From an optimization exercise on the open Yosys and OpenROAD flow, aimed at small area; shortcuts taken in it are not production practice. The RTL was checked by simulation tests, not by an equivalence proof against the original design. No activity file was given, so power comes from the tool's default toggle rates.

**config.mk**
```make
export PLATFORM = sky130hd
export DESIGN_NAME = regfile_csr
export DESIGN_NICKNAME = regfile_csr
export VERILOG_FILES = /design/flow/design.v
export SDC_FILE = /design/flow/constraint.sdc
export NUM_CORES = 4
export LEC_CHECK = 0
export CAP_MARGIN = 20
export CORE_MARGIN = 2
export CORE_UTILIZATION = 40
export SLEW_MARGIN = 20
```
**constraint.sdc**
```tcl
create_clock -name core_clock -period 6.0 [get_ports {clk}]
set_input_delay 1.2000 -clock core_clock [delete_from_list [all_inputs] [get_ports {clk}]]
set_output_delay 1.2000 -clock core_clock [all_outputs]
set_load 0.01 [all_outputs]
```
**design.v**
```verilog
module regfile_csr #(
  parameter int XLEN = 64
) (
  input  logic            clk,
  input  logic            rst,
  input  logic [4:0]      rs1_addr_i,
  input  logic [4:0]      rs2_addr_i,
  output logic [XLEN-1:0] rs1_data_o,
  output logic [XLEN-1:0] rs2_data_o,
  input  logic            wreg_i,
  input  logic [4:0]      rd_addr_i,
  input  logic [XLEN-1:0] rd_wdata_i,
  input  logic [11:0]     csr_raddr_i,
  output logic [XLEN-1:0] csr_data_o,
  input  logic            csr_wreg_i,
  input  logic [11:0]     csr_waddr_i,
  input  logic [XLEN-1:0] csr_wdata_i,
  input  logic            retire_i,
  input  logic            trap_i,
  input  logic [XLEN-1:0] trap_pc_i,
  input  logic [XLEN-1:0] trap_cause_i,
  output logic [XLEN-1:0] mtvec_o,
  output logic [XLEN-1:0] mepc_o
);
  localparam logic [11:0] ADDR_MSTATUS  = 12'h300;
  localparam logic [11:0] ADDR_MTVEC    = 12'h305;
  localparam logic [11:0] ADDR_MSCRATCH = 12'h340;
  localparam logic [11:0] ADDR_MEPC     = 12'h341;
  localparam logic [11:0] ADDR_MCAUSE   = 12'h342;
  localparam logic [11:0] ADDR_MCYCLE   = 12'hB00;
  localparam logic [11:0] ADDR_MINSTRET = 12'hB02;
  logic [XLEN-1:0] w_gpr_wd;
  assign w_gpr_wd = rd_wdata_i & {XLEN{~rst}};
  logic [XLEN-1:0] r_gpr [1:31];
  logic [XLEN-1:0] w_rs1_terms [1:31];
  logic [XLEN-1:0] w_rs2_terms [1:31];
  for (genvar i = 1; i < 32; i++) begin : g_gpr
    logic w_we;
    assign w_we = rst | (wreg_i && (rd_addr_i == 5'(i)));
    always_ff @(posedge clk) begin
      if (w_we) r_gpr[i] <= w_gpr_wd;
    end
    assign w_rs1_terms[i] = r_gpr[i] & {XLEN{rs1_addr_i == 5'(i)}};
    assign w_rs2_terms[i] = r_gpr[i] & {XLEN{rs2_addr_i == 5'(i)}};
  end
  always_comb begin
    rs1_data_o = '0;
    rs2_data_o = '0;
    for (int i = 1; i < 32; i++) begin
      rs1_data_o = rs1_data_o | w_rs1_terms[i];
      rs2_data_o = rs2_data_o | w_rs2_terms[i];
    end
  end
  logic [XLEN-1:0] r_mstatus;
  logic [XLEN-1:0] r_mtvec;
  logic [XLEN-1:0] r_mscratch;
  logic [XLEN-1:1] r_mepc;       
  logic [XLEN-1:0] r_mcause;
  logic [XLEN-1:0] r_mcycle;
  logic [XLEN-1:0] r_minstret;
  logic w_wr_mstatus, w_wr_mtvec, w_wr_mscratch, w_wr_mepc, w_wr_mcause;
  logic w_wr_mcycle, w_wr_minstret;
  assign w_wr_mstatus  = csr_wreg_i && (csr_waddr_i == ADDR_MSTATUS);
  assign w_wr_mtvec    = csr_wreg_i && (csr_waddr_i == ADDR_MTVEC);
  assign w_wr_mscratch = csr_wreg_i && (csr_waddr_i == ADDR_MSCRATCH);
  assign w_wr_mepc     = csr_wreg_i && (csr_waddr_i == ADDR_MEPC);
  assign w_wr_mcause   = csr_wreg_i && (csr_waddr_i == ADDR_MCAUSE);
  assign w_wr_mcycle   = csr_wreg_i && (csr_waddr_i == ADDR_MCYCLE);
  assign w_wr_minstret = csr_wreg_i && (csr_waddr_i == ADDR_MINSTRET);
  logic [XLEN-1:0] w_csr_wd;
  logic [XLEN-1:0] w_mstatus_wd;
  assign w_csr_wd     = csr_wdata_i & {XLEN{~rst}};
  assign w_mstatus_wd = {w_csr_wd[XLEN-1:13], csr_wdata_i[12:11] | {2{rst}}, w_csr_wd[10:0]};
  logic w_trap;
  assign w_trap = trap_i & ~rst;
  always_ff @(posedge clk) begin
    if (rst | w_wr_mstatus)  r_mstatus  <= w_mstatus_wd;
    if (rst | w_wr_mtvec)    r_mtvec    <= w_csr_wd;
    if (rst | w_wr_mscratch) r_mscratch <= w_csr_wd;
    if (rst | trap_i | w_wr_mepc)   r_mepc   <= w_trap ? trap_pc_i[XLEN-1:1]  : w_csr_wd[XLEN-1:1];
    if (rst | trap_i | w_wr_mcause) r_mcause <= w_trap ? trap_cause_i : w_csr_wd;
    r_mcycle   <= (rst | w_wr_mcycle)   ? w_csr_wd : r_mcycle + XLEN'(1);
    r_minstret <= (rst | w_wr_minstret) ? w_csr_wd : r_minstret + XLEN'(retire_i);
  end
  always_comb begin
    csr_data_o = (r_mstatus        & {XLEN{csr_raddr_i == ADDR_MSTATUS}})
               | (r_mtvec          & {XLEN{csr_raddr_i == ADDR_MTVEC}})
               | (r_mscratch       & {XLEN{csr_raddr_i == ADDR_MSCRATCH}})
               | ({r_mepc, 1'b0}   & {XLEN{csr_raddr_i == ADDR_MEPC}})
               | (r_mcause         & {XLEN{csr_raddr_i == ADDR_MCAUSE}})
               | (r_mcycle         & {XLEN{csr_raddr_i == ADDR_MCYCLE}})
               | (r_minstret       & {XLEN{csr_raddr_i == ADDR_MINSTRET}});
  end
  assign mtvec_o = r_mtvec;
  assign mepc_o  = {r_mepc, 1'b0};
endmodule
```
**run.sh**
```bash
#!/bin/bash
# synth_recipe.tcl (not shown) runs the flow's synth.tcl, then flattens the netlist and writes it again
# the make line also repeats each setting of config.mk as NAME=value (left out here)
make -C /OpenROAD-flow-scripts/flow DESIGN_CONFIG=/design/flow/config.mk WORK_HOME=/design/flow/orfs CLKGATE_MAP_FILE= SYNTH_SCRIPT=/design/flow/synth_recipe.tcl finish
```
==> impl_metrics.yaml <==
status:
  outcome: "complete, but fails checks"
  violations: "setup timing"
sta:
  max_slew_margin_pct: 19.51
  fin_ws_ps: -10.10
  rsz0062_at_grt: "no"
  fin_crit_sh_pct: 100.2
  period_needed_ps: 6010
  finalSetupTns_ps: -10.10
  hold_viol: 0
  worst_slew_pin_slew_ps: 1202
  setup_viol: 1
  fmax_mhz: 166.4
  finalClockSkew_ps: 24.43
  drv_slew: 0
global_routing:
  grt_pass1_vias: 82133
  grtUsageTotal_pct: 38.69
  grt_max_degree: 167
  antenna_found_initial: 50
  gr-total-overflow: 0
  grt_first_pass_wirelength_um: 700700
die:
  die_area_sq_um: 261800
  core_area_sq_um: 256700
  die_w_um: 511.7
  pin_count: 621
  rows: 186
  start_util_pct: 40.17
  die_y_um: 511.7
clock_network:
  cts_tree: "done"
  root_buffer: "clkbuf_16"
  postCtsSetupBuffers: 0
  ctsHoldBuffers: 0
  clkLatencyLatePin_ps: 960
  clkSinkCount: 2431
  cts-buffers-inserted: 278
  clk_path_buf_depth: 4
  htree_levels: 5
  post_cts_resized: 0
  clkSlewWorstSetupHoldPaths_ps: 60
synthesis:
  synth.net_count: 7916
  syn-cell-area_sq_um: 103100
  synthCells: 7612
  synth_cell_types: 74
  ys_ff_latch: 2431
  ys_warn_count: 4
  synth-edff-count: 2303
  yosys.area.top_type: "edfxtp_1"
  synth_top_area_share_pct: 67.07
  synth.area.top_cells: "edfxtp_1 67%, a22oi_1 13%, nand2_1 3.3%"
  synth_ff_type: "edfxtp_1"
  synth.avg_cell_area_sq_um: 13.54
  synthArstFlopShare_pct: 0
  seq_area_frac_synth_pct: 69.56
drt:
  postRouteAntennaNets: 0
  wl_per_cell_um: 43.61
  first_iter_violations: 22381
  dr_total_vias: 88411
  drt_first_pass_iters: 11
  viasPerCell: 7.325
  finalWirelength_um: 526300
  route.detailed.drc: 0
pwr:
  p_clk_share_pct: 40.3
  p_sw_share_pct: 25.17
  powerDensity_nw_per_um2: 326.2
  comb_power_share_pct: 9.2
  p_seq_share_pct: 50.5
  power.switching_mw: 10.46
  ir_drop_mv: 0.3317
  p_int_mw: 31.10
  p_total_mw: 41.57
  p_leak_nw: 43.52
run:
  drv_cap: 0
final_layout:
  area_growth_pct: 23.59
  nFillCells: 22029
  drive_gt1_share_pct: 12.09
  multi_input_area_sq_um: 30190
  seq_area_sq_um: 71720
  final_util_pct: 49.64
  final_nets: 8753
  final_cell_mix: "2303 x edfxtp_1, 1730 x a22oi_1, 896 x nand2_1"
  final_common_cell: "edfxtp_1"
hold_path:
  hold_class: "register to register"
placement:
  dp_hpwl_um: 304300
  detailedPlace.worstSlack_ps: 134.8
  portBuffers: 618
  gp_congestion: 0.9678
critical_path:
  crit_chain: "clkdlybuf4s50_1, buf_12, buf_4, nand2b_1, nor3_2, buf_12, a22oi_1, nand2_1, nor3_1, nand2_1, clkdlybuf4s50_1"
  path_max_fanout: 37
  cp-end-kind: "output pin"
  start_kind: "input pin"
  path_class: "input pin to output pin"
  crit_slowest_cell: "clkdlybuf4s50_1"
  cp.arrival_ps: 4810
  worst-path-buf-inv: 5
  crit_required_ps: 4800
  cp_top_family: "buffers and inverters"
  max_stage_delay_ps: 670
==> logic make-up after synthesis <==
group	after synthesis	synth area share, %
xor gates and xnor gates	118	1.002
DFF	2431	69.56
AOI/OAI and AO/OA	2337	17.25
adders and majority gates	3	0.03641
other	1	0.003637
muxes	15	0.1590
buffers and inverters	584	2.167
and+or+nand+nor	2123	9.822
==> path summary, 6_finish.rpt <==
check / start / to / slack (ps) / depth (start not counted)
max reg2reg: r_mcycle[0] / r_mcycle[62] / 2880 / 7
min reg2reg: r_mcycle[29] / r_mcycle[29] / 560 / 2
min: r_mcycle[29] / r_mcycle[29] / 560 / 2
max: rs2_addr_i[2] / rs2_data_o[14] / -10 / 11
==> synthesized netlist by cell type (121+ instances only) <==
library cell / count
a21oi_1: 149
a222oi_1: 232
a22oi_1: 1730
clkbuf_1: 405
dfxtp_1: 128
edfxtp_1: 2303
nand2_1: 909
nand3_1: 235
nand4_1: 164
nor2_1: 259
nor2b_1: 121
==> worst reg2reg max path, cell delays in order (launching register included) <==
cell and delay, ps:
dfxtp_1 460, ha_1 270, nand2_1 160, or3_1 590, nor4_1 960, nand4_1 230
xor2_1 190, o22ai_1 90
==> stage by stage <==
stage               area, sq um  cells  hold slack [ps]
floorplan                103100   7612            480.3
global placement         118500  11550            526.5
detailed placement       118500  11552            546.2
CTS                      127200  12027            555.5
global route             127400  12051            588.8
finish                   127400  12069            557.1
==> power by group through the flow <==
| stage | Clock (mW) | Combinational [mW] | Sequential, mW |
|---|---|---|---|
| 6_report | 16.8 | 3.82 | 21.0 |
| 3_5_place_dp | 0 | 3.65 | 21.2 |
| 2_1_floorplan | 0 | 1.25 | 21.1 |
| 3_3_place_gp | 0 | 3.64 | 21.2 |
| 5_1_grt | 17.4 | 3.83 | 21.1 |
| 4_1_cts | 16.7 | 3.66 | 20.9 |
==> per-layer routing <==
metal | global-route usage [%] | wire length [um] | up-vias
li1 | - | - | 32875
met1 | 49.14 | 176200 | 43013
met2 | 56.17 | 220800 | 10066
met3 | 12.88 | 84860 | 2435
met4 | 25.80 | 44340 | 22
met5 | 0 | 136 | -
==> sequential cells by signal, indices dropped and copies added, names as in the netlist <==
name        count
r_gpr        1984
r_mcause       64
r_mcycle       64
r_mepc         63
r_minstret     64
r_mscratch     64
r_mstatus      64
r_mtvec        64
==> final cells by class <==
class                   count  area share [%]
diodes                     41         0.08052
clock buffers             335           5.759
clock inverters           140           1.054
inverters                  34          0.1021
multi-input cells        4597           23.69
flip-flops and latches   2431           56.28
well taps                3384           3.323
repair buffers           1107           9.707

## re-timing with driven ports
The flow's constraints put no driver on any port. The routed layout listed below was extracted and timed again, unchanged, in two steps. Step 1 (the two cells are an assumption about what drives the block):
set clk [get_ports {clk}]
set_driving_cell -lib_cell sky130_fd_sc_hd__clkbuf_16 $clk
set_driving_cell -lib_cell sky130_fd_sc_hd__buf_2 [delete_from_list [all_inputs] $clk]
Step 2 moves the port delays by t, midway between the first and last clock arrival at a register: inputs arrive t later, outputs are due t later. That takes back most of the time a late clock gives input paths. a / b / c = no drivers / after step 1 / after step 2; a / b = the first two.
shift t [ns]: 1.030
setup WS [ns]: -0.010 / -0.133 / -0.133
latest minus earliest clock arrival (ns): 0.079 / 0.079
pins driven straight from the clock port: 1
The setup slack of this run moves by -0.123 ns with the drivers and by -0.123 ns with both steps.
